What follows belongs to an exercise in optimizing a design on an open flow for small area, a short achievable clock period and few clock cycles per item; a production flow would make more cautious choices.
In this exercise RTL edits were held to simulation tests only and were not proved equivalent to the original.
Power and IR drop assume default switching activity.

### flow/config.mk
export PLATFORM = sky130hd
export DESIGN_NAME = preemptive_priority_scheduler
export DESIGN_NICKNAME = preemptive_priority_scheduler
export VERILOG_FILES = /design/flow/design.v
export SDC_FILE = /design/flow/constraint.sdc
export NUM_CORES = 4
export LEC_CHECK = 0
export CAP_MARGIN = 20
export CORE_MARGIN = 2
export CORE_UTILIZATION = 60
export CTS_BUF_LIST = sky130_fd_sc_hd__clkbuf_8
export CTS_CLUSTER_DIAMETER = 45
export CTS_CLUSTER_SIZE = 16
export SETUP_SLACK_MARGIN = 3.6
export SLEW_MARGIN = 20
### flow/constraint.sdc
create_clock -name core_clock -period 6.0 [get_ports {clk}]
set_input_delay 1.2000 -clock core_clock [delete_from_list [all_inputs] [get_ports {clk}]]
set_output_delay 1.2000 -clock core_clock [all_outputs]
set_load 0.01 [all_outputs]
### flow/design.v
package pps_pkg;
  localparam int LEVEL_COUNT = 5;
  localparam int QUEUE_DEPTH = 16;
  localparam int PID_BITS    = 16;
  localparam int PID_W    = 16;
  localparam int LVL_W    = 3;
  localparam int STATUS_W = 2;
  localparam int KEEP_W    = (PID_BITS < PID_W) ? PID_BITS : PID_W;
  localparam int LVL_IDX_W = (LEVEL_COUNT > 1) ? $clog2(LEVEL_COUNT) : 1;
  localparam int PTR_W     = (QUEUE_DEPTH > 1) ? $clog2(QUEUE_DEPTH) : 1;
  localparam int CNT_W     = $clog2(QUEUE_DEPTH + 1);
  localparam int ADDR_W    = LVL_IDX_W + PTR_W;
  localparam int RAM_DEPTH = LEVEL_COUNT << PTR_W;
  localparam logic CMD_READY   = 1'b0;
  localparam logic CMD_RELEASE = 1'b1;
  localparam logic [STATUS_W-1:0] STAT_OK       = 2'd0;
  localparam logic [STATUS_W-1:0] STAT_FULL     = 2'd1;
  localparam logic [STATUS_W-1:0] STAT_IDLE_REL = 2'd2;
  typedef struct packed {
    logic capture;
    logic exec;
    logic load_slot;
    logic publish;
  } pps_cmd_t;
  typedef struct packed {
    logic need_read;
  } pps_stat_t;
endpackage
import pps_pkg::*;
module preemptive_priority_scheduler (
  input  logic                          clk,
  input  logic                          rst_n,
  input  logic                          in_valid,
  output logic                          in_ready,
  input  logic                          in_cmd,
  input  logic [pps_pkg::PID_W-1:0]     in_process_id,
  input  logic [pps_pkg::LVL_W-1:0]     in_priority_level,
  output logic                          out_valid,
  input  logic                          out_ready,
  output logic                          out_running_valid,
  output logic [pps_pkg::PID_W-1:0]     out_running_pid,
  output logic [pps_pkg::LVL_W-1:0]     out_running_level,
  output logic                          out_preempt_flag,
  output logic [pps_pkg::PID_W-1:0]     out_preempted_pid,
  output logic [pps_pkg::STATUS_W-1:0]  out_status
);
  localparam int L = 5;
  localparam int D = 16;
  localparam int W = 16;
  logic         c0v, c1v;
  logic         c0_cmd, c1_cmd;
  logic [W-1:0] c0_pid, c1_pid;
  logic [2:0]   c0_lvl, c1_lvl;
  logic [2:0]   in_lvl_sat;
  logic         accept, proc;
  logic         ov;
  assign in_lvl_sat = (in_priority_level > 3'd4) ? 3'd4 : in_priority_level;
  assign in_ready   = !c1v;
  assign accept     = in_valid && !c1v;
  assign proc       = c0v && (!ov || out_ready);
  assign out_valid  = ov;
  always_ff @(posedge clk) begin
    if (!rst_n) begin
      c0v <= 1'b0;
      c1v <= 1'b0;
      ov  <= 1'b0;
    end else begin
      ov <= proc || (ov && !out_ready);
      if (proc) begin
        c0v <= c1v || accept;
        c1v <= 1'b0;
      end else if (!c0v) begin
        c0v <= accept;
      end else begin
        c1v <= c1v || accept;
      end
    end
  end
  logic c0_en;
  assign c0_en = (proc || !c0v) && (c1v || in_valid);
  always_ff @(posedge clk) begin
    if (c0_en) begin
      c0_cmd <= c1v ? c1_cmd : in_cmd;
      c0_pid <= c1v ? c1_pid : in_process_id;
      c0_lvl <= c1v ? c1_lvl : in_lvl_sat;
    end
    if (accept) begin
      c1_cmd <= in_cmd;
      c1_pid <= in_process_id;
      c1_lvl <= in_lvl_sat;
    end
  end
  logic         busy;
  logic [W-1:0] slot_pid;
  logic [2:0]   slot_lvl;
  logic [3:0]   h_lo [L];
  logic [3:0]   h_hi [L];
  logic [3:0]   t_lo [L];
  logic [3:0]   t_hi [L];
  logic [L-1:0] ne, full;
  logic [D*W-1:0] mem [L];
  logic         is_rel;
  logic         preempt;
  logic [2:0]   push_lvl;
  logic [W-1:0] wdata;
  logic [L-1:0] top_oh, push_oh;
  logic         any_ne, push_full;
  logic [2:0]   top_lvl;
  logic [W-1:0] rd;
  logic [W-1:0] rdl [L];
  assign is_rel   = c0_cmd;
  assign preempt  = busy && (c0_lvl > slot_lvl);
  assign push_lvl = preempt ? slot_lvl : c0_lvl;
  assign wdata    = preempt ? slot_pid : c0_pid;
  always_comb begin
    for (int l = 0; l < L; l++) begin
      push_oh[l] = (push_lvl == 3'(l));
      top_oh[l]  = ne[l];
      for (int k = l + 1; k < L; k++) top_oh[l] = top_oh[l] && !ne[k];
    end
    any_ne  = |ne;
    top_lvl = {ne[4], !ne[4] && (ne[3] || ne[2]), !ne[4] && (ne[3] || (!ne[2] && ne[1]))};
  end
  assign push_full = |(push_oh & full);
  always_comb begin
    rd = '0;
    for (int l = 0; l < L; l++) begin
      rdl[l] = '0;
      for (int i = 0; i < D; i++)
        if (h_hi[l][i/4] && h_lo[l][i%4]) rdl[l] = rdl[l] | mem[l][i*W +: W];
      if (top_oh[l]) rd = rd | rdl[l];
    end
  end
  logic         do_push, do_pop;
  logic [L-1:0] push_l, pop_l;
  assign do_push = proc && !is_rel && busy;
  assign do_pop  = proc && is_rel && busy;
  assign push_l  = {L{do_push}} & push_oh & ~full;
  assign pop_l   = {L{do_pop}} & top_oh;
  logic [3:0] t_lo_n [L];
  logic [3:0] t_hi_n [L];
  logic [3:0] h_lo_n [L];
  logic [3:0] h_hi_n [L];
  logic [L-1:0] tn_eq_h, hn_eq_t;
  always_comb begin
    for (int l = 0; l < L; l++) begin
      t_lo_n[l] = {t_lo[l][2:0], t_lo[l][3]};
      t_hi_n[l] = t_lo[l][3] ? {t_hi[l][2:0], t_hi[l][3]} : t_hi[l];
      h_lo_n[l] = {h_lo[l][2:0], h_lo[l][3]};
      h_hi_n[l] = h_lo[l][3] ? {h_hi[l][2:0], h_hi[l][3]} : h_hi[l];
      tn_eq_h[l] = |(t_lo_n[l] & h_lo[l]) && |(t_hi_n[l] & h_hi[l]);
      hn_eq_t[l] = |(h_lo_n[l] & t_lo[l]) && |(h_hi_n[l] & t_hi[l]);
    end
  end
  always_ff @(posedge clk) begin
    if (!rst_n) begin
      busy <= 1'b0;
      ne   <= '0;
      full <= '0;
      for (int l = 0; l < L; l++) begin
        h_lo[l] <= 4'b0001;
        h_hi[l] <= 4'b0001;
        t_lo[l] <= 4'b0001;
        t_hi[l] <= 4'b0001;
      end
    end else begin
      if (proc) begin
        if (is_rel) busy <= any_ne && busy;
        else        busy <= 1'b1;
      end
      for (int l = 0; l < L; l++) begin
        if (push_l[l]) begin
          t_lo[l] <= t_lo_n[l];
          t_hi[l] <= t_hi_n[l];
          ne[l]   <= 1'b1;
          full[l] <= tn_eq_h[l];
        end else if (pop_l[l]) begin
          h_lo[l] <= h_lo_n[l];
          h_hi[l] <= h_hi_n[l];
          ne[l]   <= !hn_eq_t[l];
          full[l] <= 1'b0;
        end
      end
    end
  end
  logic         slot_en, res_en;
  logic [W-1:0] slot_pid_d;
  logic [2:0]   slot_lvl_d;
  logic         pflag_d;
  logic [W-1:0] ppid_d;
  logic [1:0]   status_d;
  assign slot_en    = proc && (is_rel || !busy || preempt);
  assign slot_pid_d = is_rel ? rd : c0_pid;
  assign slot_lvl_d = is_rel ? top_lvl : c0_lvl;
  assign res_en     = proc;
  assign pflag_d    = !is_rel && preempt;
  assign ppid_d     = pflag_d ? slot_pid : '0;
  assign status_d   = (is_rel && !busy)              ? 2'd2 :
                      (!is_rel && busy && push_full) ? 2'd1 : 2'd0;
  always_ff @(posedge clk) begin
    if (slot_en) begin
      slot_pid <= slot_pid_d;
      slot_lvl <= slot_lvl_d;
    end
  end
  logic [W-1:0] o_pid;
  logic [2:0]   o_lvl;
  logic         o_pflag;
  logic [W-1:0] o_ppid;
  logic [1:0]   o_status;
  always_ff @(posedge clk) begin
    if (!rst_n) begin
      o_pid <= '0;
      o_lvl <= '0;
    end else begin
      o_pid <= slot_en ? slot_pid_d : slot_pid;
      o_lvl <= slot_en ? slot_lvl_d : slot_lvl;
    end
  end
  always_ff @(posedge clk) begin
    if (!rst_n) begin
      o_pflag  <= 1'b0;
      o_ppid   <= '0;
      o_status <= '0;
    end else if (res_en) begin
      o_pflag  <= pflag_d;
      o_ppid   <= ppid_d;
      o_status <= status_d;
    end
  end
  assign out_running_valid = busy;
  assign out_running_pid   = o_pid;
  assign out_running_level = o_lvl;
  assign out_preempt_flag  = o_pflag;
  assign out_preempted_pid = o_ppid;
  assign out_status        = o_status;
  always_ff @(posedge clk) begin
    for (int l = 0; l < L; l++)
      for (int i = 0; i < D; i++)
        if (!full[l] && t_hi[l][i/4] && t_lo[l][i%4]) mem[l][i*W +: W] <= wdata;
  end
endmodule
### flow/run.sh
#!/bin/bash
# synth_recipe.tcl (not shown) runs the flow's synth.tcl, then flattens the netlist and writes it again
# the make line also repeats each setting of config.mk as NAME=value (left out here)
make -C /OpenROAD-flow-scripts/flow DESIGN_CONFIG=/design/flow/config.mk WORK_HOME=/design/flow/orfs CLKGATE_MAP_FILE= SYNTH_SCRIPT=/design/flow/synth_recipe.tcl finish
==> results of run 1 <==
metrics by stage:
stage	worst slack [ns]	util (%)	instance area [um^2]
2_1_floorplan	3.41	-	56000
3_3_place_gp	2.08	62.7	57600
3_5_place_dp	2.00	62.7	57600
4_1_cts	3.31	69.9	64200
5_1_grt	3.31	71.9	66000
6_report	3.23	72.0	66100
sequential cells by signal, indices dropped and copies added, names as in the netlist, 2 cells and up:
signal	cells
o_status	2
c1_lvl	3
slot_pid	16
t_lo	20
h_hi	20
o_lvl	3
h_lo	20
o_pid	16
c0_lvl	3
o_ppid	16
mem	1280
ne	5
full	5
c1_pid	16
c0_pid	16
slot_lvl	3
t_hi	20
final cells by class:
class	instances	area [um^2]
tap	1243	1560
clock buffer	156	2150
fill	5747	25700
timing repair buffer	327	3740
inverter	54	299
sequential	1471	42900
timing repair inverter	2	10.0
clock inverter	104	876
antenna	10	25.0
multi-input combinational	1763	14500
routing by layer:
| layer | vias up | GRT usage, % |
|---|---|---|
| li1 | 15000 | - |
| met1 | 19000 | 53.3 |
| met2 | 3422 | 58.7 |
| met3 | 658 | 11.8 |
| met4 | 9 | 20.1 |
| met5 | - | 0 |
critical path, delay by kind of cell, from the launching register on:
kind / cells / cell delay (ns)
AOI/OAI and AO/OA: 4 / 1.57
buffers and inverters: 2 / 0.25
DFF: 1 / 0.38
and+or+nand+nor: 2 / 0.39
kinds of logic after synthesis:
kind of cell    after synthesis  share of synthesized area [%]
buf+inv                     302                           2.41
fa+ha+maj                     3                         0.0674
mux                          79                           1.51
compound gates             1038                           14.1
flops                      1471                           76.6
simple gates                576                           5.26
Yosys cell counts (75+ instances only):
cell type	instances
buf_2	93
a22oi_1	309
o22ai_1	99
clkbuf_1	108
dfxtp_1	151
a22o_1	91
edfxtp_1	1320
nor2_1	104
nand3_1	75
a222oi_1	184
nand2_1	155
and2_1	81
a21oi_1	163
power by group through the flow:
stage	Sequential (uW)	Combinational [uW]	Clock (uW)
after floorplan	11700	450	0
after global placement	11800	796	0
after detailed placement	11800	828	0
final	11600	1360	6570
after CTS	11600	1130	6520
after global routing	11600	1360	6920
final timing paths:
path | startpoint | endpoint | slack, ns | cells after the start
hold / removal | o_pflag | o_pflag | 0.52 | 1
hold reg to reg | o_pflag | o_pflag | 0.52 | 1
setup reg to reg | h_hi[0][1] | o_pid[2] | 3.23 | 8
setup / recovery | h_hi[0][1] | o_pid[2] | 3.23 | 8
what timing repair did:
action	4_1_cts	5_1_grt
setup endpoints to repair	1464	1202
gates cloned	54	41
endpoints found under the hold margin	0	0
resized for setup	604	132
setup buffers	103	66
pin swaps	79	97
==> impl_metrics.tcl, run 1 <==
set metrics [dict create \
    switchingPower_uw 4880 \
    first_iter_violations 7473 \
    remaining_drc_errors 0 \
    clkPwrFrac_pct 33.6 \
    slowest_delay_ns 0.84 \
    via_count 38100 \
    drv_cap 1 \
    synth_warnings 11 \
    max_freq_ghz 0.360 \
    drt-vias-per-instance 7.42 \
    place_inst 4595 \
    wl_met2_um 88300 \
    grt_overflow 0 \
    synth_top_area_share_pct 71.2 \
    rsz0062_at_grt "true" \
    hold_viol_final 0 \
    intPower_uw 14700 \
    layout_commonest_cell "edfxtp_1" \
    path_clk_slew_ns 0.09 \
    crit_fanout 5 \
    seqPwrFrac_pct 59.5 \
    crit_path_cell_trace "buf_12 > buf_6 > a22o_1 > a222oi_1 > a31oi_2 > nor3_4 > o211a_1 > nor4_1" \
    num_rows 111 \
    portBuffers 64 \
    wl_met3_um 30800 \
    startpoint_type "flip-flop" \
    cp.required_ns 6.73 \
    first_pass_iters 10 \
    cts.sinks 1471 \
    irDropWorstVdd_v 0.000235 \
    path_class "flip-flop to flip-flop" \
    synth_seq_cells 1471 \
    leakage_uw 0.0212 \
    skew_ns 0.0392 \
    routabilityCongestion 0.921 \
    avgSynthCellArea_um2 16.1 \
    hold_ws_ns 0.516 \
    htree_levels 4 \
    clock_latency_ns 0.89 \
    switching_share_pct 24.9 \
    min-delay-path-class "flip-flop to flip-flop" \
    netlist_top_cells_area "edfxtp_1 71%, dfxtp_1 5.4%, a22oi_1 4.2%, a222oi_1 3.3%, a21oi_1 1.5%" \
    drive_gt1_share_pct 24.6 \
    cts_buffer_depth 3 \
    totalWireLength_um 201000 \
    crit_slowest_cell "a222oi_1" \
    dieHeight_um 309 \
    ant_nets 0 \
    fin_tns_setup_ns 0 \
    globalRouteTotalUtil_pct 39.5 \
    ioPinCount 65 \
    yosysTopAreaCell "edfxtp_1" \
    hpwl_um 92800 \
    final_nets 3790 \
    post_drt_wl_per_cell_um 39.2 \
    tritoncts "built" \
    synth_flop_cell "edfxtp_1" \
    status "failed layout checks" \
    check.faults "capacitance limit, slew limit" \
    finalMaxSlewViolations 14 \
    fp.dieW_um 309 \
    synth_edf_count 1320 \
    root_buffer "clkbuf_8" \
    die_area_um2 95300 \
    arrival_ns 3.51 \
    fin_crit_sh_pct 46.2 \
    grt_pass1_vias 35100 \
    route.top_layer_used "met5" \
    met1_length_um 68200 \
    initial_utilization_pct 60.7 \
    combPwrFrac_pct 7.0 \
    cts_buffers 144 \
    syn_area_um2 55700 \
    fin_cells 5130 \
    worst_pin_slew_ns 1.52 \
    syn_nets 3496 \
    netlist_instances 3469 \
    coreArea_um2 91800 \
    finalPower_uw 19600 \
    grt_max_degree 81 \
    grt_pass1_wl_um 262000 \
    antenna_found_initial 15 \
    final_cell_mix "1320 x edfxtp_1, 305 x a22oi_1, 184 x a222oi_1, 172 x buf_4, 158 x clkbuf_8" \
    critPathCaptureType "flip-flop" \
    p_per_area_nw_per_um2 296 \
    maxSlewHeadroom_pct -1.15 \
    cts_hold_buf 0 \
    period_minus_slack_ns 2.77 \
    ys_seq_area_share_pct 76.6 \
    yosysUniqueCellTypes 77 \
    area_delta_synth_final_pct 18.6 \
    synthArstFlopShare_pct 0 \
    setup_viol 0 \
]
Testbench counts, summed over its fixed seeds: cycles 32,016, items 32,000.
==> run 2, diff against run 1 <==
--- a/flow/design.v
+++ b/flow/design.v
@@ -102,7 +102,6 @@
   logic         is_rel;
   logic         preempt;
   logic [2:0]   push_lvl;
-  logic [W-1:0] wdata;
   logic [L-1:0] top_oh, push_oh;
   logic         any_ne, push_full;
   logic [2:0]   top_lvl;
@@ -111,7 +110,9 @@
   assign is_rel   = c0_cmd;
   assign preempt  = busy && (c0_lvl > slot_lvl);
   assign push_lvl = preempt ? slot_lvl : c0_lvl;
-  assign wdata    = preempt ? slot_pid : c0_pid;
+  logic [W-1:0] wdata [L];
+  always_comb
+    for (int l = 0; l < L; l++) wdata[l] = (c0_lvl == 3'(l)) ? c0_pid : slot_pid;
   always_comb begin
     for (int l = 0; l < L; l++) begin
       push_oh[l] = (push_lvl == 3'(l));
@@ -198,9 +199,11 @@
   assign status_d   = (is_rel && !busy)              ? 2'd2 :
                       (!is_rel && busy && push_full) ? 2'd1 : 2'd0;
   always_ff @(posedge clk) begin
-    if (slot_en) begin
-      slot_pid <= slot_pid_d;
-      slot_lvl <= slot_lvl_d;
+    if (proc) begin
+      if (is_rel || !busy || preempt) begin
+        slot_pid <= slot_pid_d;
+        slot_lvl <= slot_lvl_d;
+      end
     end
   end
   logic [W-1:0] o_pid;
@@ -209,13 +212,8 @@
   logic [W-1:0] o_ppid;
   logic [1:0]   o_status;
   always_ff @(posedge clk) begin
-    if (!rst_n) begin
-      o_pid <= '0;
-      o_lvl <= '0;
-    end else begin
-      o_pid <= slot_en ? slot_pid_d : slot_pid;
-      o_lvl <= slot_en ? slot_lvl_d : slot_lvl;
-    end
+    o_pid <= slot_en ? slot_pid_d : slot_pid;
+    o_lvl <= slot_en ? slot_lvl_d : slot_lvl;
   end
   always_ff @(posedge clk) begin
     if (!rst_n) begin
@@ -237,6 +235,6 @@
   always_ff @(posedge clk) begin
     for (int l = 0; l < L; l++)
       for (int i = 0; i < D; i++)
-        if (!full[l] && t_hi[l][i/4] && t_lo[l][i%4]) mem[l][i*W +: W] <= wdata;
+        if (!full[l] && t_hi[l][i/4] && t_lo[l][i%4]) mem[l][i*W +: W] <= wdata[l];
   end
 endmodule
--- a/flow/config.mk
+++ b/flow/config.mk
@@ -7,9 +7,9 @@
 export LEC_CHECK = 0
 export CAP_MARGIN = 20
 export CORE_MARGIN = 2
-export CORE_UTILIZATION = 60
+export CORE_UTILIZATION = 50
 export CTS_BUF_LIST = sky130_fd_sc_hd__clkbuf_8
 export CTS_CLUSTER_DIAMETER = 45
 export CTS_CLUSTER_SIZE = 16
-export SETUP_SLACK_MARGIN = 3.6
+export SETUP_SLACK_MARGIN = 3.4
 export SLEW_MARGIN = 20
==> run 2 against run 1 <==
Effect of this change:
- the run now finishes clean
- cell area down 2.8%
- count of clock-buffer cells in the layout shrank 3
- routed wire length down 12%
- sequential power about the same
- die area grew 21%
- worst hold slack got worse by 0.055 ns
- via count shrank 5.8%
- critical path type is now flip-flop to primary output
==> impl_metrics.tcl, run 2 <==
set metrics [dict create \
    status "timing/DRC/antenna clean" \
    synth_warnings 12 \
    synth_top_area_share_pct 71.4 \
    grt_overflow 0 \
    finalMaxSlewViolations 0 \
    ys_seq_area_share_pct 76.1 \
    max_freq_ghz 0.369 \
    yosysUniqueCellTypes 75 \
    p_per_area_nw_per_um2 295 \
    min-delay-path-class "flip-flop to flip-flop" \
    grt_pass1_vias 33800 \
    root_buffer "clkbuf_8" \
    grt_max_degree 57 \
    htree_levels 4 \
    leakage_uw 0.0205 \
    final_nets 3701 \
    timing.rr.start "h_hi[2][0]" \
    hold_viol_final 0 \
    maxSlewHeadroom_pct 23.0 \
    die_area_um2 115000 \
    irDropWorstVdd_v 0.000200 \
    yosysTopAreaCell "edfxtp_1" \
    rsz0062_at_grt "true" \
    startpoint_type "flip-flop" \
    critPathCaptureType "primary output" \
    layout_commonest_cell "edfxtp_1" \
    final_cell_mix "1339 x edfxtp_1, 295 x a22oi_1, 181 x a222oi_1, 155 x clkbuf_8, 155 x buf_4" \
    synth_flop_cell "edfxtp_1" \
    hp-start "o_pflag" \
    antenna_found_initial 13 \
    yosysMostFrequentCell "edfxtp_1" \
    path_clk_slew_ns 0.09 \
    cts_buffer_depth 3 \
    path_delay_family "flip-flops" \
    holdPathStages 1 \
    cts_buffers 146 \
    largest_register "mem" \
    synth_edf_count 1339 \
    cp.required_ns 4.80 \
    fin_tns_setup_ns 0 \
    coreArea_um2 112000 \
    syn_area_um2 56300 \
    skew_ns 0.0484 \
    netlist_instances 3500 \
    rr_worst_depth 8 \
    globalRouteTotalUtil_pct 29.9 \
    worst_pin_slew_ns 1.15 \
    crit_slowest_cell "dfxtp_4" \
    path_class "flip-flop to primary output" \
    largest_reg_flops 1280 \
    critPathBufInv 3 \
    fillCellCount 8481 \
    post-place-ws_ns 1.72 \
    clock_latency_ns 0.88 \
    hpwl_um 99700 \
    cts.sinks 1471 \
    ys_top_cells_by_count "1339 x edfxtp_1, 295 x a22oi_1, 181 x a222oi_1, 177 x clkbuf_1, 164 x a21oi_1" \
    r2r_end "slot_pid[12]" \
    syn_nets 3527 \
    num_rows 123 \
    crit_fanout 2 \
    synth_seq_cells 1471 \
    holdPathEnd "o_pflag" \
    first_pass_iters 10 \
    via_count 35800 \
    first_iter_violations 5917 \
    crit_path_cell_trace "buf_12 > inv_8 > buf_6" \
    grt_pass1_wl_um 247000 \
    regToRegSetupSlack_ns 3.38 \
    post_drt_wl_per_cell_um 33.5 \
    final-seq-area_um2 43000 \
    area_delta_synth_final_pct 14.0 \
    initial_utilization_pct 50.2 \
    arrival_ns 1.51 \
    setup_slack_ns 3.29 \
    slowest_delay_ns 0.36 \
    drv_cap 0 \
    fin_crit_sh_pct 45.2 \
    portBuffers 64 \
    avgSynthCellArea_um2 16.1 \
    ant_nets 0 \
    netlist_top_cells_area "edfxtp_1 71%, dfxtp_1 4.7%, a22oi_1 3.9%, a222oi_1 3.2%, mux2_2 2.3%" \
    dieHeight_um 340 \
    ioPinCount 65 \
    tritoncts "built" \
    routabilityCongestion 0.886 \
    fp.dieW_um 340 \
    multiInputGateArea_um2 13200 \
    setup_viol 0 \
    synthArstFlopShare_pct 0 \
    period_minus_slack_ns 2.71 \
    drt-vias-per-instance 6.76 \
    drive_gt1_share_pct 22.1 \
    remaining_drc_errors 0 \
    totalWireLength_um 177000 \
]
[run 2: cell types whose count changed after synthesis, moves of 15 or more]
| cell | before | now |
|---|---|---|
| mux2_2 | 33 | 117 |
| nor3_1 | 45 | 13 |
| nand3_1 | 75 | 60 |
| a22o_1 | 91 | 126 |
| o22ai_1 | 99 | 76 |
| dfxtp_1 | 151 | 132 |
| clkbuf_1 | 108 | 177 |
| buf_1 | 34 | 55 |
| nor4_1 | 34 | 18 |
| a221oi_1 | 15 | 33 |
| buf_2 | 93 | 18 |
| edfxtp_1 | 1320 | 1339 |
[run 2: cells by family after synthesis]
group	after synthesis	share of synthesized area (%)
AOI/OAI and AO/OA	1056	14.2
DFF	1471	76.1
buffers and inverters	303	2.06
adders and majority gates	3	0.0666
muxes	156	3.04
and+or+nand+nor	511	4.54
[run 2: layer usage]
layer | vias up | GRT usage (%) | part of all wire (%)
met5 | - | 0 | 0.045
li1 | 14700 | - | -
met1 | 18200 | 42.1 | 39
met3 | 343 | 7.33 | 12
met2 | 2515 | 45.3 | 45
met4 | 12 | 10.9 | 3.6
[run 2: layout make-up]
type / count / share of cell area, %
inverter: 53 / 0.423
timing repair buffer: 274 / 4.21
antenna: 8 / 0.0312
multi-input combinational: 1726 / 20.5
clock inverter: 111 / 1.60
clock buffer: 153 / 3.28
tap: 1500 / 2.92
sequential: 1471 / 67.0
timing repair inverter: 2 / 0.0253
[run 2: worst register-to-register path, cell delays in order (launching register included)]
cell	delay [ns]
dfxtp_4	0.39
buf_4	0.20
clkinv_1	0.30
o22ai_1	0.17
nor4_4	0.54
nor2_2	0.10
a311oi_4	0.33
and3_4	0.26
a21oi_1	0.06
[run 2: worst max path at each step]
stage,from,depth (start not counted),end,slack [ns]
after global placement,out_ready,8,h_hi[3][3],1.83
after global routing,c1v,3,in_ready,3.23
after detailed placement,out_ready,8,h_hi[3][3],1.72
after floorplan,out_ready,8,t_hi[0][0],3.25
after CTS,c1v,3,in_ready,3.24
final,c1v,3,in_ready,3.29
[run 2: report_power, final]
part	internal [uW]	total, uW	switching [uW]	leakage (uW)
logic	248	705	457	0.00554
registers	11400	11600	182	0.0133
clock network	2930	6690	3750	0.00162
[run 2: what timing repair did]
| item | CTS | global route |
|---|---|---|
| pin swaps | 20 | 41 |
| setup endpoints to repair | 201 | 97 |
| gates resized for setup | 446 | 80 |
| hold buffers | 0 | 0 |
| gates cloned | 2 | 6 |
| buffers inserted | 56 | 35 |
[run 2: per-stage QoR]
stage	instances	cell area, um^2	util [%]	power, uW	hold WS [ns]
4_1_cts	5247	63400	56.5	19000	0.463
5_1_grt	5291	64200	57.2	19400	0.480
2_1_floorplan	3500	56400	-	12000	0.464
3_3_place_gp	4924	58800	52.4	12400	0.436
6_report	5298	64200	57.2	18900	0.461
3_5_place_dp	4925	58800	52.4	12400	0.457
Testbench counts of run 2, summed over its fixed seeds: cycles 32,016, items 32,000.
==> run 3, diff against run 2 <==
--- a/flow/config.mk
+++ b/flow/config.mk
@@ -11,5 +11,5 @@
 export CTS_BUF_LIST = sky130_fd_sc_hd__clkbuf_8
 export CTS_CLUSTER_DIAMETER = 45
 export CTS_CLUSTER_SIZE = 16
-export SETUP_SLACK_MARGIN = 3.4
+export SETUP_SLACK_MARGIN = 3.2
 export SLEW_MARGIN = 20
==> run 3 against run 2 <==
Effect of this change:
- cell area decreased by 1.5%
- clock skew rose by 0.0016 ns
- final cell count fell by 1.2%
- fmax down 5.2%
- via count down 2.2%
- synthesized area stayed put
- largest power group unchanged
- worst hold slack gained 0.023 ns
- critical path depth up 4
- non-clock buffer count is 56 lower
- combinational power down 5.2%
- sequential share of layout area up 0.94 points
- clock power rose by 4.2%
==> impl_metrics.tcl, run 3 <==
set metrics [dict create \
    status "timing/DRC/antenna clean" \
    area_delta_synth_final_pct 12.3 \
    crit_path_cell_trace "buf_4 > a22oi_1 > o22ai_1 > nor3b_1 > o22ai_1 > nor4_1 > a221oi_1" \
    largest_reg_flops 1280 \
    post_drt_wl_per_cell_um 33.0 \
    arrival_ns 3.63 \
    switchingPower_uw 4300 \
    yosysTopAreaCell "edfxtp_1" \
    fin_tns_setup_ns 0 \
    synthArstFlopShare_pct 0 \
    final_nets 3643 \
    regToRegSetupSlack_ns 3.14 \
    routabilityCongestion 0.895 \
    layout_commonest_cell "edfxtp_1" \
    path_clk_slew_ns 0.09 \
    grt_pass1_vias 33900 \
    drive_gt1_share_pct 19.3 \
    remaining_drc_errors 0 \
    fin_area_um2 63300 \
    syn_area_um2 56300 \
    fin_crit_sh_pct 47.7 \
    final_cell_mix "1339 x edfxtp_1, 295 x a22oi_1, 181 x a222oi_1, 156 x clkbuf_8, 152 x a21oi_1" \
    cp-endpoint "o_pid[7]" \
    clock_latency_ns 0.87 \
    globalRouteTotalUtil_pct 29.5 \
    startpoint_type "flip-flop" \
    timing.rr.start "h_hi[4][1]" \
    cts.sinks 1471 \
    drt-vias-per-instance 6.69 \
    rsz0062_at_grt "true" \
    synth_flop_cell "edfxtp_1" \
    drv_cap 0 \
    ys_seq_area_share_pct 76.1 \
    rr_worst_depth 7 \
    dieHeight_um 340 \
    critPathBufInv 1 \
    maxSlewHeadroom_pct 21.7 \
    avgSynthCellArea_um2 16.1 \
    hpwl_um 102000 \
    first_iter_violations 5981 \
    antenna_found_initial 10 \
    die_area_um2 115000 \
    portBuffers 64 \
    synth_top_area_share_pct 71.4 \
    ant_nets 0 \
    switching_share_pct 22.4 \
    path_depth 7 \
    r2r_end "o_pid[7]" \
    cp.required_ns 6.77 \
    place_area_um2 58800 \
    setup_viol 0 \
    skew_ns 0.0500 \
    irDropWorstVdd_v 0.000213 \
    cts_buffer_depth 3 \
    crit_slowest_cell "o22ai_1" \
    combPwrFrac_pct 3.5 \
    synth_seq_cells 1471 \
    grt_pass1_wl_um 244000 \
    period_minus_slack_ns 2.86 \
    grt_max_degree 57 \
    tritoncts "built" \
    cts_buffers 146 \
    coreArea_um2 112000 \
    yosysMostFrequentCell "edfxtp_1" \
    p_per_area_nw_per_um2 303 \
    num_rows 123 \
    leakage_uw 0.0200 \
    netlist_instances 3500 \
    cts_hold_buf 0 \
    hold_viol_final 0 \
    path_class "flip-flop to flip-flop" \
    min-delay-path-class "flip-flop to flip-flop" \
    holdPathStages 2 \
    root_buffer "clkbuf_8" \
    crit_fanout 35 \
    seqPwrFrac_pct 60.2 \
    initial_utilization_pct 50.2 \
    synth_warnings 12 \
    hold_ws_ns 0.484 \
    critPathCaptureType "flip-flop" \
    htree_levels 4 \
    grt_overflow 0 \
    utilization_pct 56.4 \
    fp.dieW_um 340 \
    max_freq_ghz 0.350 \
    fillCellCount 8635 \
    setup.worst_path.start "h_hi[4][1]" \
    yosysUniqueCellTypes 75 \
    clkPwrFrac_pct 36.3 \
    totalWireLength_um 173000 \
    netlist_top_cells_area "edfxtp_1 71%, dfxtp_1 4.7%, a22oi_1 3.9%, a222oi_1 3.2%, mux2_2 2.3%" \
    ioPinCount 65 \
    slowest_delay_ns 0.68 \
    synth_edf_count 1339 \
    crit_top_cell "o22ai_1" \
    path_delay_family "compound AO/OA/AOI/OAI gates" \
    via_count 35000 \
    syn_nets 3527 \
    first_pass_iters 9 \
    largest_register "mem" \
    finalMaxSlewViolations 0 \
    ys_top_cells_by_count "1339 x edfxtp_1, 295 x a22oi_1, 181 x a222oi_1, 177 x clkbuf_1, 164 x a21oi_1" \
    intPower_uw 14900 \
    worst_pin_slew_ns 1.17 \
]
[run 3: cell counts after synthesis]
No cell type changed its count.
[run 3: worst min-delay path by stage]
stage                     slack (ns)         end  startpoint
after global placement          0.46  h_hi[0][3]  h_hi[0][3]
after global routing            0.51  h_hi[0][3]  h_hi[0][3]
final                           0.48  h_hi[0][3]  h_hi[0][3]
after floorplan                 0.46  t_lo[1][1]  t_lo[1][0]
after detailed placement        0.47  h_hi[0][3]  h_hi[0][3]
after CTS                       0.48  h_hi[0][3]  h_hi[0][3]
[run 3: worst min-delay path, stage by stage (launching register included)]
cell	delay, ns
dfxtp_1	0.32
nand2_1	0.05
a21oi_1	0.06
[run 3: final cells by class]
type | count | area [um^2] | share of cell area [%]
clock buffers | 156 | 2150 | 3.39
flip-flops and latches | 1471 | 43000 | 68.0
multi-input cells | 1726 | 12900 | 20.3
diodes | 5 | 12.5 | 0.0198
repair buffers | 218 | 1960 | 3.09
inverters | 53 | 267 | 0.421
well taps | 1500 | 1880 | 2.97
clock inverters | 108 | 1150 | 1.82
[run 3: layer usage]
metal / routed length [um] / GRT usage, % / vias up
li1: - / - / 14600
met3: 19900 / 7.43 / 360
met1: 67400 / 40.9 / 17900
met5: 81 / 0 / -
met2: 77900 / 44.4 / 2197
met4: 7760 / 13.0 / 10
[run 3: cell families (layout without fill, tap and decap cells)]
logic type | after synthesis | count (layout) | synth area share [%]
AOI/OAI and AO/OA | 1056 | 1056 | 14.2
adders and majority gates | 3 | 3 | 0.0666
buffers and inverters | 303 | 535 | 2.06
DFF | 1471 | 1471 | 76.1
muxes | 156 | 156 | 3.04
other | 0 | 5 | 0
and+or+nand+nor | 511 | 511 | 4.54
[run 3: through the flow]
step                      setup slack (ns)  std cells  total power, uW
after CTS                             3.18       5211            19200
after floorplan                       3.20       3500            12000
after global routing                  3.15       5233            19700
after detailed placement              1.68       4925            12400
final                                 3.14       5237            19200
after global placement                1.82       4923            12400
[run 3: repair_timing]
action | CTS | global route
pin swaps | 7 | 16
gates resized for setup | 247 | 47
cloned | 1 | 0
buffers inserted | 21 | 21
endpoints found under the setup margin | 174 | 87
[run 3: power groups by stage]
stage / combinational [uW] / sequential (uW) / clock (uW)
finish: 668 / 11500 / 6970
detailed placement: 618 / 11800 / 0
global placement: 587 / 11800 / 0
CTS: 639 / 11500 / 7060
floorplan: 377 / 11700 / 0
global route: 709 / 11500 / 7440
==> run 4, diff against run 3 <==
--- a/flow/config.mk
+++ b/flow/config.mk
@@ -8,8 +8,5 @@
 export CAP_MARGIN = 20
 export CORE_MARGIN = 2
 export CORE_UTILIZATION = 50
-export CTS_BUF_LIST = sky130_fd_sc_hd__clkbuf_8
-export CTS_CLUSTER_DIAMETER = 45
-export CTS_CLUSTER_SIZE = 16
-export SETUP_SLACK_MARGIN = 3.2
+export SETUP_SLACK_MARGIN = 3.4
 export SLEW_MARGIN = 20
==> run 4 against run 3 <==
Effect of this change:
- still clean
- first-iteration DRC count increased by 0.89%
- final cell count is 1.3% higher
- synthesized area did not move
- clock skew is 0.021 ns lower
- worst hold slack worse by 0.013 ns
- sequential power is essentially flat
- core utilization grew 2.2 points
- synthesized cell count is the same
- non-clock buffer count is 56 higher
- count of clock-buffer cells in the layout rose by 44
- via count grew 2.7%
- largest power group unchanged
==> impl_metrics.tcl, run 4 <==
set metrics [dict create \
    finalMaxSlewViolations 0 \
    period_minus_slack_ns 2.68 \
    tritoncts "built" \
    r2r_end "slot_pid[6]" \
    hpwl_um 99700 \
    slowest_delay_ns 0.62 \
    hold_viol_final 0 \
    rr_worst_depth 9 \
    netlist_instances 3500 \
    synth_flop_cell "edfxtp_1" \
    ys_seq_area_share_pct 76.1 \
    setup_viol 0 \
    ys_top_cells_by_count "1339 x edfxtp_1, 295 x a22oi_1, 181 x a222oi_1, 177 x clkbuf_1, 164 x a21oi_1" \
    initial_utilization_pct 50.2 \
    synthArstFlopShare_pct 0 \
    crit_top_cell "buf_12" \
    syn_nets 3527 \
    die_area_um2 115000 \
    syn_area_um2 56300 \
    fp.dieW_um 340 \
    utilization_pct 58.6 \
    cts_buffer_depth 3 \
    fillCellCount 8304 \
    final-seq-area_um2 43000 \
    finalPower_uw 21200 \
    regToRegSetupSlack_ns 3.32 \
    ioPinCount 65 \
    maxSlewHeadroom_pct 21.6 \
    multiInputGateArea_um2 13200 \
    grt_pass1_wl_um 248000 \
    status "timing/DRC/antenna clean" \
    yosysUniqueCellTypes 75 \
    drv_cap 0 \
    rsz0062_at_grt "true" \
    crit_path_cell_trace "buf_12 > clkinvlp_4 > buf_12 > buf_4 > o22ai_1 > or4_4 > a2111oi_4 > and3_4 > nor2_2" \
    path_clk_slew_ns 0.07 \
    largest_reg_flops 1280 \
    critPathCaptureType "flip-flop" \
    dieHeight_um 340 \
    yosysTopAreaCell "edfxtp_1" \
    min-delay-path-class "flip-flop to flip-flop" \
    timing.rr.start "h_lo[2][3]" \
    first_pass_iters 7 \
    crit_slowest_cell "or4_4" \
    setup.worst_path.start "h_lo[2][3]" \
    place_area_um2 58800 \
    p_per_area_nw_per_um2 323 \
    final_nets 3703 \
    ant_nets 0 \
    via_count 36000 \
    avgSynthCellArea_um2 16.1 \
    post_drt_wl_per_cell_um 33.6 \
    arrival_ns 3.19 \
    netlist_top_cells_area "edfxtp_1 71%, dfxtp_1 4.7%, a22oi_1 3.9%, a222oi_1 3.2%, mux2_2 2.3%" \
    irDropWorstVdd_v 0.000241 \
    synth_edf_count 1339 \
    totalWireLength_um 178000 \
    fin_area_um2 65800 \
    yosysMostFrequentCell "edfxtp_1" \
    htree_levels 4 \
    cp.required_ns 6.51 \
    largest_register "mem" \
    cts_buffers 149 \
    fin_tns_setup_ns 0 \
    drive_gt1_share_pct 20.5 \
    path_class "flip-flop to flip-flop" \
    drt-vias-per-instance 6.78 \
    post-place-ws_ns 1.72 \
    first_iter_violations 6034 \
    synth_top_area_share_pct 71.4 \
    routabilityCongestion 0.886 \
    grt_pass1_vias 34000 \
    max_freq_ghz 0.373 \
    coreArea_um2 112000 \
    layout_commonest_cell "edfxtp_1" \
    portBuffers 64 \
    synth_seq_cells 1471 \
    fin_crit_sh_pct 44.7 \
    cts.sinks 1471 \
    grt_overflow 0 \
    skew_ns 0.0293 \
    final_cell_mix "1339 x edfxtp_1, 295 x a22oi_1, 181 x a222oi_1, 159 x clkbuf_16, 155 x buf_4" \
    worst_pin_slew_ns 1.18 \
    crit_fanout 10 \
    synth_warnings 12 \
    remaining_drc_errors 0 \
    cp-endpoint "slot_pid[6]" \
    root_buffer "clkbuf_16" \
    area_delta_synth_final_pct 16.7 \
    setup_slack_ns 3.32 \
    clock_latency_ns 0.77 \
    startpoint_type "flip-flop" \
    num_rows 123 \
    globalRouteTotalUtil_pct 30.0 \
    antenna_found_initial 16 \
    leakage_uw 0.0211 \
    grt_max_degree 57 \
]
run 4: cell counts after synthesis:
No cell type changed its count.
run 4: kinds of logic (layout without fill, tap and decap cells):
kind of cell / count (synthesis) / count (layout) / share of synthesized area, %
AO/OA/AOI/OAI: 1056 / 1056 / 14.2
multiplexers: 156 / 156 / 3.04
AND/OR/NAND/NOR: 511 / 511 / 4.54
adder cells (fa/ha/maj): 3 / 3 / 0.0666
flip-flops: 1471 / 1471 / 76.1
buffers and inverters: 303 / 600 / 2.06
other: 0 / 10 / 0
run 4: critical path: cells and delay by family, from the launching register on:
kind                   cells  cell delay, ns
flip-flops                 1            0.39
AND/OR/NAND/NOR            3            0.93
buffers and inverters      4            0.57
AO/OA/AOI/OAI              2            0.52
run 4: report_power, final:
group          switching, uW  leakage [uW]  internal, uW
combinational            456       0.00552           229
sequential               180        0.0133         11400
clock                   3830       0.00227          5150
total                   4460        0.0211         16800
run 4: how the worst min path moves through the flow:
stage	slack, ns	end	cells past startpoint	startpoint
3_5_place_dp	0.46	o_ppid[13]	1	o_ppid[13]
4_1_cts	0.47	o_pflag	1	o_pflag
6_report	0.47	o_ppid[13]	1	o_ppid[13]
5_1_grt	0.49	o_ppid[7]	1	o_ppid[7]
3_3_place_gp	0.44	o_pflag	1	o_pflag
2_1_floorplan	0.46	t_lo[1][1]	2	t_lo[1][0]
run 4: cell type report:
class	instances	share of cell area, %
clock buffers	200	6.12
multi-input cells	1726	20.1
repair inverters	1	0.0133
diodes	10	0.0381
inverters	53	0.415
well taps	1500	2.85
repair buffers	274	4.05
flip-flops and latches	1471	65.4
clock inverters	72	1.02
run 4: metrics by stage:
stage / hold slack [ns] / cells
3_5_place_dp: 0.457 / 4925
5_1_grt: 0.493 / 5298
6_report: 0.470 / 5307
3_3_place_gp: 0.436 / 4924
4_1_cts: 0.470 / 5244
2_1_floorplan: 0.464 / 3500
run 4: layer usage:
metal	global-route usage, %	share of wire [%]	up-vias
met2	45.1	45	2446
met5	0	0.062	-
met4	12.1	4.1	20
li1	-	-	14800
met1	41.5	38	18300
met3	8.37	13	403
run 4: what timing repair did:
item	in CTS	in global routing
gates resized for setup	363	97
setup endpoints to repair	203	91
hold buffers	0	0
gates cloned	2	8
pin swaps	18	39
buffers inserted	45	44
==> run 5, diff against run 4 <==
--- a/flow/design.v
+++ b/flow/design.v
@@ -55,10 +55,20 @@
   logic         accept, proc;
   logic         ov;
   assign in_lvl_sat = (in_priority_level > 3'd4) ? 3'd4 : in_priority_level;
-  assign in_ready   = !c1v;
+  assign in_ready   = rdy_r;
   assign accept     = in_valid && !c1v;
   assign proc       = c0v && (!ov || out_ready);
   assign out_valid  = ov;
+  logic rdy_r, c1v_d;
+  always_comb begin
+    c1v_d = c1v;
+    if (proc)      c1v_d = 1'b0;
+    else if (c0v)  c1v_d = c1v || accept;
+  end
+  always_ff @(posedge clk) begin
+    if (!rst_n) rdy_r <= 1'b1;
+    else        rdy_r <= !c1v_d;
+  end
   always_ff @(posedge clk) begin
     if (!rst_n) begin
       c0v <= 1'b0;
@@ -215,6 +225,9 @@
     o_pid <= slot_en ? slot_pid_d : slot_pid;
     o_lvl <= slot_en ? slot_lvl_d : slot_lvl;
   end
+  logic o_busy;
+  always_ff @(posedge clk)
+    o_busy <= proc ? (is_rel ? (any_ne && busy) : 1'b1) : busy;
   always_ff @(posedge clk) begin
     if (!rst_n) begin
       o_pflag  <= 1'b0;
@@ -226,7 +239,7 @@
       o_status <= status_d;
     end
   end
-  assign out_running_valid = busy;
+  assign out_running_valid = o_busy;
   assign out_running_pid   = o_pid;
   assign out_running_level = o_lvl;
   assign out_preempt_flag  = o_pflag;
--- a/flow/config.mk
+++ b/flow/config.mk
@@ -8,5 +8,8 @@
 export CAP_MARGIN = 20
 export CORE_MARGIN = 2
 export CORE_UTILIZATION = 50
+export CTS_BUF_LIST = sky130_fd_sc_hd__clkbuf_8
+export CTS_CLUSTER_DIAMETER = 45
+export CTS_CLUSTER_SIZE = 16
 export SETUP_SLACK_MARGIN = 3.4
 export SLEW_MARGIN = 20
==> run 5 against run 4 <==
Effect of this change:
- still clean
- combinational power is 9.1% higher
- sequential power hardly changed
- count of clock-buffer cells in the layout is 52 lower
- critical path depth is 2 lower
- core utilization is 0.93 points lower
- fmax is 0.35% higher
- synthesized cell count is 0.17% higher
- worst hold slack better by 0.015 ns
- power is 10% lower
- sequential cell count is 2 higher
- via count is 2.2% lower
- largest power group unchanged
==> impl_metrics.tcl, run 5 <==
set metrics [dict create \
    leakage_uw 0.0202 \
    grt_overflow 0 \
    synthArstFlopShare_pct 0 \
    initial_utilization_pct 50.6 \
    combPwrFrac_pct 3.9 \
    yosysUniqueCellTypes 63 \
    fillCellCount 8458 \
    globalRouteTotalUtil_pct 28.8 \
    seqPwrFrac_pct 60.6 \
    final_nets 3689 \
    cts_hold_buf 0 \
    fin_crit_sh_pct 44.5 \
    largest_reg_flops 1280 \
    grt_pass1_wl_um 240000 \
    finalMaxSlewViolations 0 \
    syn_nets 3533 \
    synth_flop_cell "edfxtp_1" \
    status "timing/DRC/antenna clean" \
    skew_ns 0.0571 \
    dieHeight_um 339 \
    cts_buffers 144 \
    synth_warnings 12 \
    hold_ws_ns 0.486 \
    netlist_top_cells_area "edfxtp_1 72%, dfxtp_1 4.8%, a22oi_1 4.6%, a222oi_1 2.9%, mux2_2 2.4%" \
    root_buffer "clkbuf_8" \
    first_pass_iters 8 \
    synth_top_area_share_pct 71.6 \
    layout_commonest_cell "edfxtp_1" \
    ant_nets 0 \
    min-delay-path-class "flip-flop to flip-flop" \
    drv_cap 0 \
    hpwl_um 98400 \
    setup_slack_ns 3.33 \
    portBuffers 64 \
    die_area_um2 115000 \
    path_clk_slew_ns 0.09 \
    max_freq_ghz 0.374 \
    antenna_found_initial 4 \
    largest_register "mem" \
    area_delta_synth_final_pct 14.0 \
    period_minus_slack_ns 2.67 \
    met1_length_um 66200 \
    ys_top_cells_by_count "1339 x edfxtp_1, 346 x a22oi_1, 177 x a21oi_1, 168 x clkbuf_1, 161 x a222oi_1" \
    maxSlewHeadroom_pct 21.8 \
    route.top_layer_used "met5" \
    htree_levels 4 \
    netlist_instances 3506 \
    wl_met3_um 19500 \
    switching_share_pct 22.8 \
    ys_seq_area_share_pct 76.4 \
    path_class "flip-flop to flip-flop" \
    avgSynthCellArea_um2 16.0 \
    critPathCaptureType "flip-flop" \
    tritoncts "built" \
    yosysTopAreaCell "edfxtp_1" \
    cp.required_ns 6.76 \
    clock_latency_ns 0.88 \
    startpoint_type "flip-flop" \
    fin_cells 5268 \
    routabilityCongestion 0.876 \
    rsz0062_at_grt "true" \
    switchingPower_uw 4330 \
    yosysMostFrequentCell "edfxtp_1" \
    fp.dieW_um 339 \
    first_iter_violations 5433 \
    num_rows 122 \
    clkPwrFrac_pct 35.5 \
    coreArea_um2 111000 \
    ioPinCount 65 \
    cts_buffer_depth 3 \
    remaining_drc_errors 0 \
    drive_gt1_share_pct 21.9 \
    hold_viol_final 0 \
    place_inst 4909 \
    post_drt_wl_per_cell_um 32.4 \
    grt_max_degree 60 \
    fin_tns_setup_ns 0 \
    intPower_uw 14700 \
    cts.sinks 1473 \
    synth_edf_count 1339 \
    irDropWorstVdd_v 0.000181 \
    arrival_ns 3.43 \
    final_cell_mix "1339 x edfxtp_1, 346 x a22oi_1, 173 x a21oi_1, 161 x a222oi_1, 148 x clkbuf_8" \
    wl_met2_um 79400 \
    setup_viol 0 \
    worst_pin_slew_ns 1.17 \
    grt_pass1_vias 33900 \
    crit_fanout 39 \
    via_count 35200 \
    totalWireLength_um 170000 \
    synth_seq_cells 1473 \
    drt-vias-per-instance 6.68 \
    post-place-ws_ns 1.79 \
    p_per_area_nw_per_um2 297 \
    regToRegSetupSlack_ns 3.33 \
    syn_area_um2 56200 \
]
==> run 5: cell types whose count changed after synthesis, sizes merged, moves of 10 or more <==
cell / previous run / this run
o22ai: 76 / 97
nand3: 60 / 88
a22o: 126 / 77
a22oi: 295 / 346
nor2: 98 / 125
nand2: 156 / 123
nor3: 14 / 24
a21oi: 165 / 178
a222oi: 181 / 161
nor4: 18 / 34
==> run 5: kinds of logic (layout without fill, tap and decap cells) <==
kind of cell	Yosys count	after routing	share of synthesized area (%)
other cells	0	3	0
mux	151	151	2.95
fa+ha+maj	3	3	0.0669
simple gates	541	542	4.82
flops	1473	1473	76.4
buf+inv	297	567	2.04
compound gates	1041	1041	13.7
==> run 5: critical path, stage by stage (launching register included) <==
cell,delay [ns]
dfxtp_2,0.39
buf_12,0.20
a222oi_1,0.38
o22ai_1,0.13
or3_4,0.46
a221oi_4,0.47
a41oi_2,0.21
mux2_2,0.30
==> run 5: per-stage QoR <==
| stage | instance area, um^2 | utilization (%) | power [uW] |
|---|---|---|---|
| floorplan | 56200 | - | 12000 |
| global placement | 58500 | 52.7 | 12400 |
| detailed placement | 58600 | 52.8 | 12400 |
| CTS | 63300 | 57.0 | 19000 |
| global route | 64000 | 57.7 | 19500 |
| finish | 64000 | 57.7 | 19000 |
==> run 5: worst paths after layout <==
| kind | cells past startpoint | start | endpoint |
|---|---|---|---|
| worst max-delay path | 7 | h_lo[3][1] | o_pid[9] |
| worst min-delay path | 1 | o_pflag | o_pflag |
| worst max register to register | 7 | h_lo[3][1] | o_pid[9] |
| worst min register to register | 1 | o_pflag | o_pflag |
==> run 5: final cells by class <==
cell class | count | area [um^2] | share of cell area [%]
Clock buffer | 148 | 2040 | 3.18
Inverter | 49 | 285 | 0.446
Tap cell | 1488 | 1860 | 2.91
Sequential cell | 1473 | 43100 | 67.3
Antenna cell | 3 | 7.51 | 0.0117
Timing Repair Buffer | 257 | 2510 | 3.93
Multi-Input combinational cell | 1737 | 13100 | 20.5
Clock inverter | 113 | 1130 | 1.77
==> run 5: power groups by stage <==
stage,Sequential [uW],Clock (uW),Combinational [uW]
2_1_floorplan,11700,0,377
3_3_place_gp,11800,0,620
3_5_place_dp,11800,0,648
4_1_cts,11500,6830,704
5_1_grt,11500,7200,789
6_report,11500,6750,747
==> run 5: repair_timing <==
action | in CTS | in global routing
setup endpoints to repair | 183 | 112
pin swaps | 18 | 46
gates resized for setup | 455 | 76
buffers inserted | 54 | 37
cloned | 1 | 2
==> run 5: routing by layer <==
metal,track usage (%),vias up
li1,-,14700
met1,40.0,18000
met2,44.9,2235
met3,7.03,321
met4,9.68,2
met5,0.123,-
Testbench counts of run 5, summed over its fixed seeds: cycles 32,016, items 32,000.
==> run 6, diff against run 5 <==
--- a/flow/config.mk
+++ b/flow/config.mk
@@ -11,5 +11,6 @@
 export CTS_BUF_LIST = sky130_fd_sc_hd__clkbuf_8
 export CTS_CLUSTER_DIAMETER = 45
 export CTS_CLUSTER_SIZE = 16
-export SETUP_SLACK_MARGIN = 3.4
+export SETUP_SLACK_MARGIN = 3.6
 export SLEW_MARGIN = 20
+export TNS_END_PERCENT = 10
==> run 6 against run 5 <==
Effect of this change:
- final cell count grew 1.8%
- non-clock buffer count rose by 85
- still clean
- synthesized area stayed put
- highest routed layer unchanged
- sequential power about the same
- routed wire length grew 4.0%
==> impl_metrics.tcl, run 6 <==
set metrics [dict create \
    clkPwrFrac_pct 36.4 \
    switchingPower_uw 4370 \
    path_delay_family "buffers and inverters" \
    combPwrFrac_pct 3.9 \
    coreArea_um2 111000 \
    first_pass_iters 8 \
    root_buffer "clkbuf_8" \
    via_count 35800 \
    worst_pin_slew_ns 1.14 \
    startpoint_type "flip-flop" \
    tritoncts "built" \
    intPower_uw 15000 \
    final_cell_mix "1339 x edfxtp_1, 340 x a22oi_1, 187 x buf_4, 163 x a21oi_1, 161 x a222oi_1" \
    netlist_instances 3506 \
    ys_seq_area_share_pct 76.4 \
    p_per_area_nw_per_um2 294 \
    critPathCaptureType "flip-flop" \
    area_delta_synth_final_pct 17.1 \
    synth_adder_area_share_pct 0.0668 \
    cts_buffers 147 \
    yosys.area_share.simple_pct 4.82 \
    final_nets 3778 \
    synth_compound_area_share_pct 13.7 \
    seqPwrFrac_pct 59.7 \
    hold_viol_final 0 \
    crit_path_cell_trace "inv_1 > ha_1 > nand3_1 > nand2_1 > a21oi_4 > buf_12 > mux2i_4 > nor4b_4 > buf_6 > buf_12 > mux2i_1 > nor2_1" \
    crit_slowest_cell "edfxtp_1" \
    setup_slack_ns 3.35 \
    globalRouteTotalUtil_pct 29.9 \
    syn_area_um2 56200 \
    post_drt_wl_per_cell_um 33.1 \
    synth_flop_cell "edfxtp_1" \
    timing.rr.start "slot_lvl[2]" \
    clock_latency_ns 0.84 \
    hp-start "o_pflag" \
    status "timing/DRC/antenna clean" \
    utilization_pct 59.3 \
    fin_tns_setup_ns 0 \
    grt_pass1_wl_um 247000 \
    ys_top_cells_by_count "1339 x edfxtp_1, 346 x a22oi_1, 177 x a21oi_1, 168 x clkbuf_1, 161 x a222oi_1" \
    path_clk_slew_ns 0.09 \
    netlist_top_cells_area "edfxtp_1 72%, dfxtp_1 4.8%, a22oi_1 4.6%, a222oi_1 2.9%, mux2_2 2.4%" \
    hpwl_um 98100 \
    cts.sinks 1473 \
    fp.dieW_um 339 \
    irDropWorstVdd_v 0.000241 \
    rr_worst_depth 12 \
    post-place-ws_ns 1.85 \
    avgSynthCellArea_um2 16.0 \
    path_class "flip-flop to flip-flop" \
    synth_xor_area_share_pct 0 \
    largest_reg_flops 1280 \
    grt_max_degree 59 \
    die_area_um2 115000 \
    drv_cap 0 \
    setup_viol 0 \
    htree_levels 4 \
    drt-vias-per-instance 6.68 \
    synth_edf_count 1339 \
    largest_register "mem" \
    ant_nets 0 \
    finalMaxSlewViolations 0 \
    holdPathEnd "o_pflag" \
    slowest_delay_ns 0.42 \
    synthArstFlopShare_pct 0 \
    routabilityCongestion 0.861 \
    synth_top_area_share_pct 71.6 \
    synth_top_family_by_area "compound AO/OA/AOI/OAI gates" \
    skew_ns 0.0252 \
    max_freq_ghz 0.378 \
    regToRegSetupSlack_ns 3.35 \
    yosysUniqueCellTypes 63 \
    r2r_end "t_lo[3][3]" \
    synth_seq_cells 1473 \
    first_iter_violations 5672 \
    fillCellCount 8284 \
    cp.required_ns 6.69 \
    period_minus_slack_ns 2.65 \
    fin_crit_sh_pct 44.1 \
    portBuffers 64 \
    num_rows 122 \
    synth_warnings 12 \
    grt_pass1_vias 34200 \
    remaining_drc_errors 0 \
    leakage_uw 0.0209 \
    totalWireLength_um 177000 \
    hold_ws_ns 0.452 \
    synthMuxAreaShare_pct 2.95 \
    critPathBufInv 4 \
    grt_overflow 0 \
    maxSlewHeadroom_pct 23.8 \
    ioPinCount 65 \
    rsz0062_at_grt "true" \
    cts_buffer_depth 3 \
    cts_hold_buf 0 \
    yosysMostFrequentCell "edfxtp_1" \
    switching_share_pct 22.6 \
    crit_fanout 5 \
    drive_gt1_share_pct 25.0 \
    antenna_found_initial 7 \
    dieHeight_um 339 \
    yosysTopAreaCell "edfxtp_1" \
    layout_commonest_cell "edfxtp_1" \
    syn_nets 3533 \
    initial_utilization_pct 50.6 \
    crit_top_cell "buf_12" \
    holdPathStages 1 \
    min-delay-path-class "flip-flop to flip-flop" \
    arrival_ns 3.34 \
]
run 6: cell counts after synthesis:
No cell type changed its count.
run 6: per-layer routing:
metal  vias to the layer above  part of all wire [%]  global-route usage (%)
met3                       401                    11                    7.60
met2                      2357                    47                    46.7
li1                      14900                     -                       -
met5                         -                0.0073                       0
met1                     18200                    38                    40.0
met4                         2                   4.2                    12.6
run 6: worst max-delay path by stage:
stage / depth (start not counted) / start / endpoint / slack [ns]
2_1_floorplan: 2 / out_ready / c0_cmd / 3.28
3_3_place_gp: 8 / out_ready / h_hi[0][0] / 1.94
3_5_place_dp: 8 / out_ready / h_hi[0][0] / 1.85
4_1_cts: 1 / o_pid[15] / out_running_pid[15] / 3.38
5_1_grt: 12 / slot_lvl[2] / t_lo[3][1] / 3.29
6_report: 12 / slot_lvl[2] / t_lo[3][3] / 3.35
run 6: power groups by stage:
| stage | Combinational [uW] | Clock [uW] | Sequential [uW] |
|---|---|---|---|
| final | 754 | 7040 | 11500 |
| after CTS | 705 | 7110 | 11500 |
| after global placement | 621 | 0 | 11800 |
| after global routing | 791 | 7500 | 11500 |
| after floorplan | 377 | 0 | 11700 |
| after detailed placement | 647 | 0 | 11800 |
run 6: what timing repair did:
item,4_1_cts,5_1_grt
gates cloned,13,5
buffers inserted,109,42
gates resized for setup,552,124
pin swaps,78,77
setup endpoints to repair,755,750
run 6: area by class of cell:
class | count | area, um^2 | area share (%)
antenna | 5 | 12.5 | 0.0190
sequential | 1473 | 43100 | 65.5
multi-input combinational | 1738 | 13500 | 20.5
clock inverter | 112 | 1220 | 1.85
inverter | 49 | 293 | 0.445
tap | 1488 | 1860 | 2.83
timing repair buffer | 342 | 3690 | 5.60
clock buffer | 155 | 2130 | 3.24
run 6: logic make-up after synthesis:
logic type | count (synthesis)
flip-flops | 1473
AO/OA/AOI/OAI | 1041
AND/OR/NAND/NOR | 541
buffers and inverters | 297
multiplexers | 151
adder cells (fa/ha/maj) | 3
run 6: metrics by stage:
| step | instance area (um^2) | instances | total power, uW |
|---|---|---|---|
| floorplan | 56200 | 3506 | 12000 |
| global placement | 58600 | 4917 | 12400 |
| detailed placement | 58600 | 4921 | 12400 |
| CTS | 64700 | 5310 | 19300 |
| global route | 65800 | 5359 | 19800 |
| finish | 65800 | 5362 | 19300 |
==> run 7, diff against run 6 <==
==> flow/flow/run.sh (new file) <==
#!/bin/bash
set -euo pipefail
CTS="-sink_clustering_enable -repair_clock_nets -sink_clustering_size 16 -sink_clustering_max_diameter 45 -buf_list sky130_fd_sc_hd__clkbuf_8 -dont_use_dummy_load"
bash standard.sh finish "CTS_ARGS=$CTS" > standard_flow.log 2>&1
==> flow/standard.sh (new file) <==
#!/bin/bash
# synth_recipe.tcl (not shown) runs the flow's synth.tcl, then flattens the netlist and writes it again
# the make line also repeats each setting of config.mk as NAME=value (left out here)
make -C /OpenROAD-flow-scripts/flow DESIGN_CONFIG=/design/flow/config.mk WORK_HOME=/design/flow/orfs CLKGATE_MAP_FILE= SYNTH_SCRIPT=/design/flow/synth_recipe.tcl "${@:-finish}"
--- a/flow/config.mk
+++ b/flow/config.mk
@@ -11,6 +11,5 @@
 export CTS_BUF_LIST = sky130_fd_sc_hd__clkbuf_8
 export CTS_CLUSTER_DIAMETER = 45
 export CTS_CLUSTER_SIZE = 16
-export SETUP_SLACK_MARGIN = 3.6
+export SETUP_SLACK_MARGIN = 3.4
 export SLEW_MARGIN = 20
-export TNS_END_PERCENT = 10
removed: flow/run.sh
==> run 7 against run 6 <==
Effect of this change:
- register-to-register slack got worse by 0.04 ns
- via count fell by 2.4%
- die area did not move
- critical path type unchanged
- critical endpoint is now o_pid[9]
- highest routed layer unchanged
==> impl_metrics.tcl, run 7 <==
set metrics [dict create \
    via_count 35000 \
    synthMuxAreaShare_pct 2.95 \
    p_per_area_nw_per_um2 278 \
    cts.sinks 1473 \
    path_clk_slew_ns 0.09 \
    crit_slowest_cell "a221oi_4" \
    synth_flop_cell "edfxtp_1" \
    clock_latency_ns 0.87 \
    final-seq-area_um2 43100 \
    netlist_instances 3506 \
    final_nets 3703 \
    portBuffers 64 \
    rsz0062_at_grt "true" \
    worst_pin_slew_ns 1.18 \
    synthArstFlopShare_pct 0 \
    cp.required_ns 6.74 \
    synth_adder_area_share_pct 0.0668 \
    arrival_ns 3.43 \
    skew_ns 0.118 \
    startpoint_type "flip-flop" \
    fin_tns_setup_ns 0 \
    largest_register "mem" \
    yosys.area_share.simple_pct 4.82 \
    synth_seq_cells 1473 \
    multiInputGateArea_um2 13100 \
    fin_crit_sh_pct 44.8 \
    yosysMostFrequentCell "edfxtp_1" \
    first_iter_violations 5254 \
    timing.rr.start "h_lo[3][0]" \
    setup.worst_path.start "h_lo[3][0]" \
    root_buffer "clkbuf_8" \
    holdPathStages 2 \
    fp.dieW_um 339 \
    remaining_drc_errors 0 \
    grt_pass1_vias 33700 \
    layout_commonest_cell "edfxtp_1" \
    syn_nets 3533 \
    globalRouteTotalUtil_pct 28.7 \
    finalMaxSlewViolations 0 \
    largest_reg_flops 1280 \
    critPathCaptureType "flip-flop" \
    max_freq_ghz 0.372 \
    syn_area_um2 56200 \
    post_drt_wl_per_cell_um 33.0 \
    drive_gt1_share_pct 20.5 \
    grt_overflow 0 \
    htree_levels 4 \
    rr_worst_depth 7 \
    ioPinCount 65 \
    synth_compound_area_share_pct 13.7 \
    path_class "flip-flop to flip-flop" \
    tritoncts "built" \
    cts_buffers 144 \
    finalPower_uw 17500 \
    die_area_um2 115000 \
    hold_viol_final 0 \
    crit_fanout 14 \
    yosysUniqueCellTypes 63 \
    num_rows 122 \
    setup_viol 0 \
    routabilityCongestion 0.876 \
    netlist_top_cells_area "edfxtp_1 72%, dfxtp_1 4.8%, a22oi_1 4.6%, a222oi_1 2.9%, mux2_2 2.4%" \
    min-delay-path-class "flip-flop to flip-flop" \
    fin_cells 5165 \
    ys_seq_area_share_pct 76.4 \
    fin_area_um2 63000 \
    fillCellCount 8497 \
    irDropWorstVdd_v 0.000176 \
    maxSlewHeadroom_pct 21.3 \
    first_pass_iters 8 \
    drt-vias-per-instance 6.77 \
    dieHeight_um 339 \
    yosysTopAreaCell "edfxtp_1" \
    status "timing/DRC/antenna clean" \
    antenna_found_initial 5 \
    place_area_um2 58600 \
    synth_top_area_share_pct 71.6 \
    drv_cap 0 \
    initial_utilization_pct 50.6 \
    grt_max_degree 60 \
    synth_warnings 12 \
    totalWireLength_um 171000 \
    synth_top_family_by_area "compound AO/OA/AOI/OAI gates" \
    synth_xor_area_share_pct 0 \
    hold_ws_ns 0.460 \
    ys_top_cells_by_count "1339 x edfxtp_1, 346 x a22oi_1, 177 x a21oi_1, 168 x clkbuf_1, 161 x a222oi_1" \
    slowest_delay_ns 0.50 \
    area_delta_synth_final_pct 12.1 \
    coreArea_um2 111000 \
    grt_pass1_wl_um 239000 \
    crit_path_cell_trace "buf_12 > a222oi_1 > o22ai_1 > or3_4 > a221oi_4 > a41oi_2 > mux2_4" \
    place_inst 4909 \
    hpwl_um 98400 \
    avgSynthCellArea_um2 16.0 \
    period_minus_slack_ns 2.69 \
    leakage_uw 0.0197 \
    cts_buffer_depth 3 \
    synth_edf_count 1339 \
    hp-start "o_status[1]" \
    final_cell_mix "1339 x edfxtp_1, 346 x a22oi_1, 172 x a21oi_1, 161 x a222oi_1, 148 x buf_4" \
    ant_nets 0 \
]
-- run 7: cell counts after synthesis --
Identical to the previous run, type by type.
-- run 7: final timing paths --
kind | endpoint | slack (ns)
max | o_pid[9] | 3.31
min | o_status[1] | 0.46
max reg2reg | o_pid[9] | 3.31
min reg2reg | o_status[1] | 0.46
-- run 7: cell type report --
cell class | count | area share, %
Sequential cell | 1473 | 68.4
Antenna cell | 3 | 0.0119
Multi-Input combinational cell | 1737 | 20.8
Inverter | 49 | 0.443
Timing Repair Buffer | 270 | 4.25
Tap cell | 1488 | 2.96
Timing Repair inverter | 1 | 0.00795
Clock buffer | 144 | 3.15
-- run 7: per-stage QoR --
step | util [%] | worst slack (ns)
6_report | 56.7 | 3.31
5_1_grt | 56.7 | 3.26
4_1_cts | 55.9 | 3.33
3_5_place_dp | 52.8 | 1.79
3_3_place_gp | 52.7 | 1.90
2_1_floorplan | - | 3.34
-- run 7: power by group --
| part | leakage, uW | switching, uW | internal, uW |
|---|---|---|---|
| combinational | 0.00530 | 489 | 248 |
| sequential | 0.0133 | 139 | 11400 |
| clock | 0.00104 | 3120 | 2130 |
| total | 0.0197 | 3740 | 13800 |
-- run 7: timing repair --
item,in CTS,in global routing
gates cloned,1,7
endpoints found under the hold margin,0,0
hold buffers,0,0
setup buffers,54,46
pin swaps,22,39
endpoints found under the setup margin,184,71
resized for setup,448,74
-- run 7: logic make-up (layout without fill, tap and decap cells) --
| logic type | Yosys count | count (layout) |
|---|---|---|
| fa+ha+maj | 3 | 3 |
| compound gates | 1041 | 1041 |
| mux | 151 | 151 |
| buf+inv | 297 | 464 |
| flops | 1473 | 1473 |
| other cells | 0 | 3 |
| simple gates | 541 | 542 |
-- run 7: per-layer routing --
layer	vias up	global-route usage, %	share of wire [%]	wire length, um
met5	-	0	0.0076	13
met1	17800	39.8	39	66600
met4	2	10.2	3.5	5970
li1	14600	-	-	-
met2	2215	44.6	46	79000
met3	332	6.85	11	19100
-- run 7: critical path: cells and delay by family (launching register included) --
family	cells	cell delay (ns)
compound gates	4	1.28
simple gates	1	0.47
flops	1	0.38
mux	1	0.29
buf+inv	1	0.16

[afterwards: timing with drivers on the ports]
No port has a modelled driver above. Below, the same layouts with a new extraction and two added sets of constraints.
Step 1, drivers: a clkbuf_16 drives clk and a buf_2 each remaining input, both assumed.
Step 2 times the ports against the registers' clock, not the clock port: input delays grow and output delays shrink by t, the midpoint of the rising clock arrivals with the driver on.
a / b / c = ideal / step 1 / step 2; a / b = the first two.
run | shift t [ns] | slack for setup (ns) | worst setup path at the end | worst slew at a driven data input, ns
run 1 | 0.940 | 3.225 / 3.225 / 2.522 | input to register | 0.05
run 2 | 0.926 | 3.287 / 3.219 / 2.479 | input to register | 0.14
run 3 | 0.923 | 3.139 / 3.139 / 2.412 | input to register | 0.10
run 4 | 0.833 | 3.320 / 3.320 / 2.748 | input to register | 0.14
run 5 | 0.922 | 3.329 / 3.311 / 2.537 | input to register | 0.09
run 6 | 0.903 | 3.353 / 3.344 / 2.607 | input to register | 0.04
run 7 | 0.881 | 3.310 / 3.310 / 2.544 | input to register | 0.10
For run 2, which loses most, drivers alone change the setup slack by -0.068 ns; drivers and shift together by -0.808 ns.
